Context: an optimization exercise on an open-source flow, tuned for small area, a short achievable clock period and few clock cycles per item. The choices shown serve that exercise and are no tape-out recipe. Function was not checked in any run shown here: the RTL went through the layout flow alone. Power figures rest on the tool's default switching activity, not on a simulated workload.

===== flow/run.sh =====
#!/bin/bash
# synth_recipe.tcl (not shown) runs the flow's synth.tcl, then flattens the netlist and writes it again
# the make line also repeats each setting of config.mk as NAME=value (left out here)
make -C /OpenROAD-flow-scripts/flow DESIGN_CONFIG=/design/flow/config.mk WORK_HOME=/design/flow/orfs CLKGATE_MAP_FILE= SYNTH_SCRIPT=/design/flow/synth_recipe.tcl finish

===== flow/config.mk =====
export PLATFORM = sky130hd
export DESIGN_NAME = wildcard_string_matcher_core
export DESIGN_NICKNAME = wildcard_string_matcher_core
export VERILOG_FILES = /design/flow/design.v
export SDC_FILE = /design/flow/constraint.sdc
export NUM_CORES = 4
export LEC_CHECK = 0
export CAP_MARGIN = 20
export CORE_MARGIN = 2
export CORE_UTILIZATION = 65
export SETUP_SLACK_MARGIN = 2.5
export SLEW_MARGIN = 20

===== flow/constraint.sdc =====
create_clock -name core_clock -period 5.0 [get_ports {clock}]
set_input_delay 1.0000 -clock core_clock [delete_from_list [all_inputs] [get_ports {clock}]]
set_output_delay 1.0000 -clock core_clock [all_outputs]
set_load 0.01 [all_outputs]

===== flow/design.v =====
package wsm_pkg;
   localparam int CHAR_W = 8;
   localparam int CMD_W  = 2;
   localparam logic [CMD_W-1:0] CMD_CLEAR  = 2'd0;
   localparam logic [CMD_W-1:0] CMD_APPEND = 2'd1;
   localparam logic [CMD_W-1:0] CMD_TEXT   = 2'd2;
   localparam logic [CMD_W-1:0] CMD_FINISH = 2'd3;
   localparam logic [CHAR_W-1:0] WILD_ONE = 8'h3F;
   localparam logic [CHAR_W-1:0] WILD_RUN = 8'h2A;
   typedef struct packed {
      logic              valid;
      logic [CHAR_W-1:0] text;
      logic              left_new;
      logic              left_old;
   } wave_type;
endpackage
module wsm_cell (
   input  logic                       clock,
   input  logic                       wr_en,
   input  logic [wsm_pkg::CHAR_W-1:0] wr_char,
   input  logic [wsm_pkg::CHAR_W-1:0] text,
   output logic                       diag,
   output logic                       star
);
   logic [wsm_pkg::CHAR_W-1:0] pat_ff;
   always_ff @(posedge clock) begin
      if (wr_en) begin
         pat_ff <= wr_char;
      end
   end
   assign diag = (pat_ff == text) || (pat_ff == wsm_pkg::WILD_ONE);
   assign star = (pat_ff == wsm_pkg::WILD_RUN);
endmodule
module wildcard_string_matcher_core #(
   parameter int MAX_PATTERN = 64
) (
   input  logic        clock,
   input  logic        reset,
   input  logic        req_tvalid,
   output logic        req_tready,
   input  logic [7:0]  req_tdata,    
   input  logic [1:0]  req_tuser,    
   output logic        rsp_tvalid,
   input  logic        rsp_tready,
   output logic [7:0]  rsp_tdata     
);
   localparam int N     = MAX_PATTERN;
   localparam int LEN_W = $clog2(N + 1);
   localparam int LVL   = $clog2(N);
   localparam int QD    = 4;              
   localparam int CNT_W = $clog2(QD + 1);
   localparam int KLVL  = 3;                           
   localparam int RUN_K = 1 << KLVL;                   
   localparam int SLOW_PASSES = (N + RUN_K - 3) / (RUN_K - 1);   
   localparam int SC_W  = $clog2(SLOW_PASSES + 1);
   localparam int RK_W  = $clog2(RUN_K + 1);
   logic             rdy_ff;
   logic             accept;
   logic             acc_clr, acc_app, acc_txt, acc_fin;
   logic [LEN_W-1:0] len_ff;
   logic             seen_ff;       
   logic             ovf_ff;
   logic             full;
   logic             do_app;
   logic             text_star;
   logic [N:1]       wsel;
   logic [RK_W-1:0]  srun_ff;       
   logic             long_ff;       
   logic [SC_W-1:0]  slow_ff;       
   logic             slow;
   logic             tstar_ff;      
   logic             go_slow;
   assign req_tready = rdy_ff;
   assign accept     = req_tvalid && rdy_ff;
   assign acc_clr    = accept && (req_tuser == wsm_pkg::CMD_CLEAR);
   assign acc_app    = accept && (req_tuser == wsm_pkg::CMD_APPEND);
   assign acc_txt    = accept && (req_tuser == wsm_pkg::CMD_TEXT);
   assign acc_fin    = accept && (req_tuser == wsm_pkg::CMD_FINISH);
   assign full       = (len_ff == LEN_W'(N));
   assign do_app     = acc_app && !seen_ff && !full;
   assign text_star  = (req_tdata == wsm_pkg::WILD_RUN);
   assign slow       = (slow_ff != '0);
   assign go_slow    = acc_txt && long_ff;
   logic [N:1] diag_in, star;
   logic [N:1] diag_nx, hold_nx;
   logic [N:1] diag_ff, hold_ff;
   logic       txt_ff, fin_ff, first_ff, pass_ff, rtxt_ff;
   logic [N:1] m_ff;
   genvar j;
   generate
      for (j = 1; j <= N; j++) begin : g_cell
         assign wsel[j] = (len_ff == LEN_W'(j - 1));
         wsm_cell u_cell (
            .clock     (clock),
            .wr_en     (do_app && wsel[j]),
            .wr_char   (req_tdata),
            .text      (req_tdata),
            .diag      (diag_in[j]),
            .star      (star[j])
         );
         assign diag_nx[j] = acc_txt ? diag_in[j] : (do_app && wsel[j] && text_star);
         assign hold_nx[j] = acc_txt ? (star[j] && !text_star) :
                             slow    ? (star[j] && !tstar_ff) : !(do_app && wsel[j]);
      end
   endgenerate
   always_ff @(posedge clock) begin
      diag_ff  <= diag_nx;
      hold_ff  <= hold_nx;
      first_ff <= !seen_ff;
      if (acc_txt) begin
         tstar_ff <= text_star;
      end
      if (reset) begin
         txt_ff  <= 1'b0;
         rtxt_ff <= 1'b0;
         pass_ff <= 1'b0;
         fin_ff  <= 1'b0;
         slow_ff <= '0;
      end else begin
         txt_ff  <= acc_txt || slow;
         rtxt_ff <= (acc_txt && !long_ff) || (slow_ff == SC_W'(1));
         pass_ff <= slow;
         fin_ff  <= acc_fin;
         if (go_slow) begin
            slow_ff <= SC_W'(SLOW_PASSES);
         end else if (slow) begin
            slow_ff <= slow_ff - SC_W'(1);
         end
      end
   end
   always_ff @(posedge clock) begin
      if (reset) begin
         len_ff  <= '0;
         seen_ff <= 1'b0;
         ovf_ff  <= 1'b0;
         srun_ff <= '0;
         long_ff <= 1'b0;
      end else if (acc_clr) begin
         len_ff  <= '0;
         seen_ff <= 1'b0;
         ovf_ff  <= 1'b0;
         srun_ff <= '0;
         long_ff <= 1'b0;
      end else if (acc_app) begin
         if (!seen_ff) begin
            if (full) begin
               ovf_ff <= 1'b1;
            end else begin
               len_ff <= len_ff + LEN_W'(1);
               if (!text_star) begin
                  srun_ff <= '0;
               end else if (srun_ff == RK_W'(RUN_K - 1)) begin
                  long_ff <= 1'b1;
               end else begin
                  srun_ff <= srun_ff + RK_W'(1);
               end
            end
         end
      end else if (acc_txt) begin
         seen_ff <= 1'b1;
      end
   end
   logic [N:0] old_row;
   logic [N:1] new_row;
   assign old_row = {m_ff, first_ff};
   always_comb begin
      logic [N-1:0] gg, pp;
      logic [N-1:0] g2, p2;
      for (int k = 0; k < N; k++) begin
         gg[k] = (diag_ff[k+1] && old_row[k]) || ((hold_ff[k+1] || pass_ff) && old_row[k+1]);
         pp[k] = hold_ff[k+1] && txt_ff;
      end
      for (int l = 0; l < KLVL; l++) begin
         for (int k = 0; k < N; k++) begin
            if (k >= (1 << l)) begin
               g2[k] = gg[k] || (pp[k] && gg[k - (1 << l)]);
               p2[k] = pp[k] && pp[k - (1 << l)];
            end else begin
               g2[k] = gg[k];
               p2[k] = 1'b0;
            end
         end
         gg = g2;
         pp = p2;
      end
      new_row = gg;
   end
   always_ff @(posedge clock) begin
      m_ff <= new_row;
   end
   logic             rv_ff;
   logic [LEN_W-1:0] rlen_ff;
   logic             rm0_ff;
   logic             rovf_ff;
   logic [N:0]       row_sel;
   logic             r_match;
   always_ff @(posedge clock) begin
      rlen_ff <= len_ff;
      rm0_ff  <= fin_ff && !seen_ff;
      rovf_ff <= ovf_ff;
      if (reset) begin
         rv_ff <= 1'b0;
      end else begin
         rv_ff <= rtxt_ff || fin_ff;
      end
   end
   always_comb begin
      for (int k = 0; k <= N; k++) begin
         row_sel[k] = (rlen_ff == LEN_W'(k));
      end
   end
   assign r_match = |(row_sel & {m_ff, rm0_ff});
   logic [QD-1:0] qv_ff;
   logic [1:0]    qd_ff [QD];
   logic [CNT_W-1:0] cnt_ff;
   logic          pop;
   assign pop = qv_ff[0] && rsp_tready;
   always_ff @(posedge clock) begin
      logic [QD:0] nv;
      logic [1:0]  nd [QD+1];
      for (int k = 0; k < QD; k++) begin
         nv[k] = qv_ff[k];
         nd[k] = qd_ff[k];
      end
      nv[QD] = 1'b0;
      nd[QD] = 2'b00;
      if (pop) begin
         for (int k = 0; k < QD; k++) begin
            nv[k] = nv[k+1];
            nd[k] = nd[k+1];
         end
      end
      for (int k = QD - 1; k >= 0; k--) begin
         if (rv_ff && !nv[k] && (k == 0 || nv[k-1])) begin
            nv[k] = 1'b1;
            nd[k] = {rovf_ff, r_match};
         end
      end
      for (int k = 0; k < QD; k++) begin
         qd_ff[k] <= nd[k];
      end
      if (reset) begin
         qv_ff <= '0;
      end else begin
         qv_ff <= nv[QD-1:0];
      end
   end
   always_ff @(posedge clock) begin
      logic [CNT_W-1:0] c;
      c = cnt_ff + CNT_W'(acc_txt || acc_fin) - CNT_W'(pop);
      if (reset) begin
         cnt_ff <= '0;
         rdy_ff <= 1'b1;
      end else begin
         cnt_ff <= c;
         rdy_ff <= (c < CNT_W'(QD)) && !go_slow && !(slow_ff > SC_W'(1));
      end
   end
   assign rsp_tvalid = qv_ff[0];
   assign rsp_tdata  = {6'b0, qd_ff[0]};
endmodule

==> results.yml, run 1 <==
run_status:
  status: "finished clean"
yosys:
  synthArstFlopShare_pct: 0
  synth_commonest_cells: "edfxtp_1, xor2_1, nand2_1"
  synthCells: 2972
  synth-main-ff-cell: "edfxtp_1"
  synth-compound-area-share_pct: 9.80
  synth_top_area_cell: "edfxtp_1"
  ys_top_cells_by_area: "edfxtp_1, dfxtp_1, xor2_1"
  synthAdderAreaFrac_pct: 0.389
  syn_avg_cell_area_um2: 11.5
  seq_area_frac_synth_pct: 59.6
  yosysMostFrequentCell: "edfxtp_1"
  yosysTopAreaCellShare_pct: 45.9
  synth_cell_types: 71
  synthXorXnorAreaFrac_pct: 13.4
  synth_edf_count: 521
  synth_warnings: 5
  yosys.area_share.simple_pct: 13.5
  synth_top_family_by_area: "simple AND/OR/NAND/NOR gates"
  ys_seq_elements: 754
  muxShareOfSynthArea_pct: 0.996
  netlist_area_mm2: 0.0341
finish:
  post-route-cell-area_mm2: 0.0384
  drive_gt1_share_pct: 9.65
  fin_nets: 3047
  nFillCells: 3394
  multi_input_area_mm2: 0.0134
  num_antenna_cells: 0
  area_delta_synth_final_pct: 12.8
  regArea_mm2: 0.0203
global_routing:
  grt_pass1_wl_um: 134000
  antenna_found_initial: 0
  grt_pass1_vias: 23700
  gr-usage-all-layers_pct: 32.4
  grt_max_degree: 105
  gr-total-overflow: 0
cts:
  cts_tree: "built"
  clk_pin_slew_ps: 60
  holdBufCountCts: 0
  cts-buffers-inserted: 77
  ctsHtreeMaxLevel: 3
  clk_latency_ps: 630
  clkSinkCount: 754
  clockRootBuffer: "clkbuf_16"
  clk_path_buf_depth: 3
detailed_routing:
  vias_per_cell: 6.40
  via_count: 24100
  wl_um: 89000
  initialDrtViolationCount: 2467
  drt_first_pass_iters: 7
  wire_per_inst_um: 23.6
  drc: 0
  detail-route-antenna-nets: 0
worst_setup_path:
  crit_arrival_ps: 2850
  worstSetupPathType: "input pin to register"
  slowest_delay_ps: 540
  crit_buf_inv: 4
  path_max_fanout: 15
  critPathLaunch: "req_tvalid"
  critPathRequiredTime_ps: 5320
  path_cells: "clkdlybuf4s50_1 > nand3b_4 > nor3_4 > buf_12 > nand3_1 > buf_8 > nor2_1 > buf_6"
  cpLargestDelayFamily: "buffers and inverters"
  critPathLaunchType: "input pin"
  r2r_start: "rlen_ff[1]"
  critPathSlowestCell: "clkdlybuf4s50_1"
  end_kind: "register"
place:
  place_hpwl_um: 53500
  placed_cell_area_mm2: 0.0351
  port_buffers: 17
  gp_congestion: 0.934
sta:
  skew_ps: 31.8
  rsz0062_at_grt: "yes"
  fin_crit_ps: 2530
  fin_crit_sh_pct: 50.7
  drv_slew: 0
  relSlewSlack_pct: 21.7
  fmax_mhz: 395
  hold_viol: 0
  finalHoldWorstSlack_ps: 423
  tns_ps: 0
  worst_slew_pin_slew_ps: 1170
  setup_violations: 0
floorplanning:
  ios: 24
  die-area_mm2: 0.0542
  die_w_um: 233
  fp.dieH_um: 233
  initial_core_util_pct: 66.1
  core_area_mm2: 0.0515
  num_rows: 83
pwr:
  leakagePower_nw: 13.4
  power.total_mw: 15.1
  pwr_density_cell_mw_per_mm2: 394
  peakVddDrop_v: 0.000353
worst_hold_path:
  worstHoldStart: "len_ff[1]"
  hold_class: "register to register"
job:
  max_cap_viol_count: 0
[cells by family after synthesis]
logic type,Yosys count
mux,27
other cells,1
compound gates,530
xor+xnor,522
buf+inv,175
flops,754
fa+ha+maj,10
simple gates,953
[report_power, final]
group	switching, mW	leakage, nW	internal (mW)
clock	2.38	1.26	3.44
combinational	1.18	5.60	0.582
sequential	0.556	6.59	7.00
[worst reg2reg max path: cells and delay by family, from the launching register on]
family / cells / cell delay [ps]
compound gates: 3 / 570
buf+inv: 2 / 430
flops: 1 / 440
mux: 2 / 640
simple gates: 1 / 130
[per-stage QoR]
step	worst slack, ps	instances	util (%)
after detailed placement	1090	3601	68.2
after global routing	2440	3767	74.6
after CTS	2500	3754	74.0
after floorplan	2300	2977	-
after global placement	1110	3601	68.2
final	2470	3767	74.6
[worst paths after layout]
check / end / slack, ps / cells past startpoint
setup / recovery: g_cell[30].u_cell.pat_ff[0] / 2470 / 8
hold / removal: rlen_ff[1] / 420 / 0
setup reg to reg: qd_ff[0][0] / 2530 / 8
hold reg to reg: rlen_ff[1] / 420 / 0
[area by class of cell]
| cell class | instances | share of cell area, % |
|---|---|---|
| clock buffers | 113 | 5.85 |
| clock inverters | 30 | 0.857 |
| inverters | 42 | 0.430 |
| multi-input cells | 2050 | 34.8 |
| flip-flops and latches | 754 | 52.9 |
| well taps | 680 | 2.22 |
| repair buffers | 98 | 2.94 |
[cells in the final DEF (no fill, tap or decap), types with 66 or more instances in the layout]
| cell type | Yosys | routed |
|---|---|---|
| nand4_1 | 74 | 74 |
| a21oi_1 | 90 | 90 |
| nor2_1 | 122 | 80 |
| nor3_1 | 132 | 132 |
| nand2_1 | 323 | 319 |
| xor2_1 | 508 | 508 |
| a31oi_1 | 85 | 85 |
| nand3_1 | 121 | 119 |
| clkbuf_16 | 0 | 84 |
| edfxtp_1 | 521 | 521 |
| dfxtp_1 | 233 | 227 |
| nor4_1 | 127 | 126 |
| o21ai_0 | 109 | 109 |
| o22ai_1 | 66 | 66 |
[sequential cells by signal, indices dropped and copies added, names as in the netlist, 3 cells and up]
signal,flops
cnt_ff,3
slow_ff,4
srun_ff,4
len_ff,7
rlen_ff,7
diag_ff,64
m_ff,64
qv_ff,4
hold_ff,64
qd_ff,8
g_cell.u_cell.pat_ff,512
[layer usage]
| layer | up-vias | share of wire (%) | GRT usage (%) |
|---|---|---|---|
| met4 | 0 | 4.5 | 14.5 |
| met2 | 1109 | 46 | 51.1 |
| met5 | - | 0 | 0 |
| met1 | 11700 | 42 | 44.6 |
| li1 | 11000 | - | - |
| met3 | 226 | 8.1 | 5.07 |
[what timing repair did]
item | CTS | global route
cloned | 1 | 4
buffers inserted | 9 | 9
pin swaps | 5 | 10
endpoints found under the setup margin | 559 | 254
resized for setup | 91 | 23
==> run 2, diff against run 1 <==
--- a/flow/config.mk
+++ b/flow/config.mk
@@ -9,4 +9,4 @@
 export CORE_MARGIN = 2
 export CORE_UTILIZATION = 65
-export SETUP_SLACK_MARGIN = 2.5
+export SETUP_SLACK_MARGIN = 2.8
 export SLEW_MARGIN = 20
==> run 2 against run 1 <==
Routed wire length is 2.6% higher; register-to-register slack gained 90 ps; clock skew fell by 10 ps; synthesized cell count unchanged; highest routed layer unchanged.
==> results.yml, run 2 <==
run_status:
  status: "finished clean"
yosys:
  synth_commonest_cells: "edfxtp_1, xor2_1, nand2_1"
  seq_area_frac_synth_pct: 59.6
  netlist_area_mm2: 0.0341
  synth_edf_count: 521
  synth_top_area_cell: "edfxtp_1"
  syn_avg_cell_area_um2: 11.5
  ys_seq_elements: 754
  synth_cell_types: 71
  yosysTopAreaCellShare_pct: 45.9
  synthCells: 2972
  synth-main-ff-cell: "edfxtp_1"
  synth_warnings: 5
  yosysMostFrequentCell: "edfxtp_1"
  ys_top_cells_by_area: "edfxtp_1, dfxtp_1, xor2_1"
  synthArstFlopShare_pct: 0
detailed_routing:
  wl_um: 91300
  drc: 0
  detail-route-antenna-nets: 0
  via_count: 24500
  initialDrtViolationCount: 2831
  wire_per_inst_um: 24.0
  vias_per_cell: 6.43
  drt_first_pass_iters: 7
finish:
  regMostFlops: "g_cell.u_cell.pat_ff"
  final_cell_mix: "edfxtp_1, xor2_1, nand2_1"
  area_delta_synth_final_pct: 16.1
  final_common_cell: "edfxtp_1"
  drive_gt1_share_pct: 12.8
  largest_reg_flops: 512
  final_util_pct: 76.8
  fin_nets: 3094
  num_antenna_cells: 0
floorplanning:
  die-area_mm2: 0.0542
  num_rows: 83
  core_area_mm2: 0.0515
  ios: 24
  initial_core_util_pct: 66.1
  die_w_um: 233
  fp.dieH_um: 233
global_routing:
  grt_max_degree: 129
  grt_pass1_wl_um: 137000
  antenna_found_initial: 0
  grt_pass1_vias: 24000
  gr-usage-all-layers_pct: 33.4
  gr-total-overflow: 0
pwr:
  pwr_density_cell_mw_per_mm2: 379
  peakVddDrop_v: 0.000399
  leakagePower_nw: 13.8
sta:
  rsz0062_at_grt: "yes"
  fin_crit_ps: 2380
  finalHoldWorstSlack_ps: 368
  hold_viol: 0
  fmax_mhz: 420
  setup_violations: 0
  fin_crit_sh_pct: 47.6
  tns_ps: 0
  worst_slew_pin_slew_ps: 669
  drv_slew: 0
  relSlewSlack_pct: 55.3
  skew_ps: 21.4
cts:
  clk_path_buf_depth: 3
  ctsHtreeMaxLevel: 3
  clkSinkCount: 754
  clockRootBuffer: "clkbuf_16"
  holdBufCountCts: 0
  clk_pin_slew_ps: 60
  cts-buffers-inserted: 77
  cts_tree: "built"
  clk_latency_ps: 620
place:
  place_hpwl_um: 52000
  port_buffers: 17
  gp_congestion: 0.925
worst_setup_path:
  critPathRequiredTime_ps: 5360
  crit_arrival_ps: 2740
  critPathLaunchType: "register"
  end_kind: "register"
  worstSetupPathType: "register to register"
  path_max_fanout: 5
worst_hold_path:
  hold_class: "register to register"
job:
  max_cap_viol_count: 0
-- run 2: worst max-delay path, cell delays in order, from the launching register on --
cell      delay [ps]
dfxtp_4          440
mux4_2           550
mux2i_2          300
nor3_1           100
a211oi_2         170
nand4_1          130
buf_6            170
mux2_2           270
-- run 2: stage by stage --
stage | cells | power [mW] | area [um2] | worst slack, ps
after floorplan | 2977 | 8.53 | 34600 | 2560
after global placement | 3573 | 9.18 | 35200 | 1190
after detailed placement | 3573 | 9.23 | 35200 | 1100
after CTS | 3801 | 14.9 | 39200 | 2610
after global routing | 3810 | 15.4 | 39600 | 2530
final | 3810 | 15.0 | 39600 | 2620
-- run 2: layer usage --
layer,GRT usage [%],wire length (um),vias up
met4,13.4,3440,0
met2,52.3,41800,1132
li1,-,-,11100
met3,6.37,7950,218
met1,46.3,38200,12000
met5,0,0,-
-- run 2: cells by family (layout without fill, tap and decap cells) --
logic type | count (synthesis) | count (layout) | synth area share, %
xor+xnor | 522 | 522 | 13.4
compound gates | 530 | 530 | 9.80
mux | 27 | 27 | 0.996
buf+inv | 175 | 302 | 2.25
fa+ha+maj | 10 | 10 | 0.389
simple gates | 953 | 979 | 13.5
other cells | 1 | 6 | 0.0110
flops | 754 | 754 | 59.6
-- run 2: what timing repair did --
item,CTS,global route
gates resized for setup,171,56
pin swaps,51,6
setup buffers,61,6
endpoints found under the hold margin,0,0
setup endpoints to repair,689,590
cloned,28,3
-- run 2: path summary, 6_finish.rpt --
| path | startpoint | endpoint | slack, ps | cells past startpoint |
|---|---|---|---|---|
| worst max-delay path | rlen_ff[0] | qd_ff[2][0] | 2620 | 7 |
| worst min-delay path | ovf_ff | rovf_ff | 370 | 0 |
| worst min register to register | ovf_ff | rovf_ff | 370 | 0 |
| worst max register to register | rlen_ff[0] | qd_ff[2][0] | 2620 | 7 |
-- run 2: cell type report --
cell class	count	area [um2]
Sequential cell	754	20300
Clock buffer	113	2230
Clock inverter	26	228
Multi-Input combinational cell	2074	14100
Timing Repair Buffer	121	1680
Fill cell	3265	12000
Tap cell	680	851
Inverter	42	165
-- run 2: power breakdown --
part | total (mW) | internal, mW | switching, mW
sequential | 7.54 | 7.01 | 0.534
combinational | 1.83 | 0.601 | 1.23
clock | 5.61 | 3.29 | 2.32
total | 15.0 | 10.9 | 4.08

## static timing again, ports no longer ideal
In the flow no input, the clock included, has a driving cell. The finished layouts below were timed again as built, in two steps.
Step 1: set_driving_cell puts a clkbuf_16 on clock and a buf_2 on each other input, an assumption about the parent block.
Step 2 moves the port delays by t, midway between the first and last clock arrival at a register: inputs arrive t later, outputs are due t later. That takes back most of the time a late clock gives input paths.
Slacks: ideal / step 1 / step 2; pairs: ideal / step 1.
run	t (ns)	slack for setup (ns)	cell pins on the clock port's net
run 1	0.676	2.467 / 2.499 / 1.823	1
run 2	0.675	2.618 / 2.618 / 2.207	1
After both steps setup and hold are still met in every run listed. For run 1, which loses most, drivers alone change the setup slack by +0.032 ns; drivers and shift together by -0.644 ns.
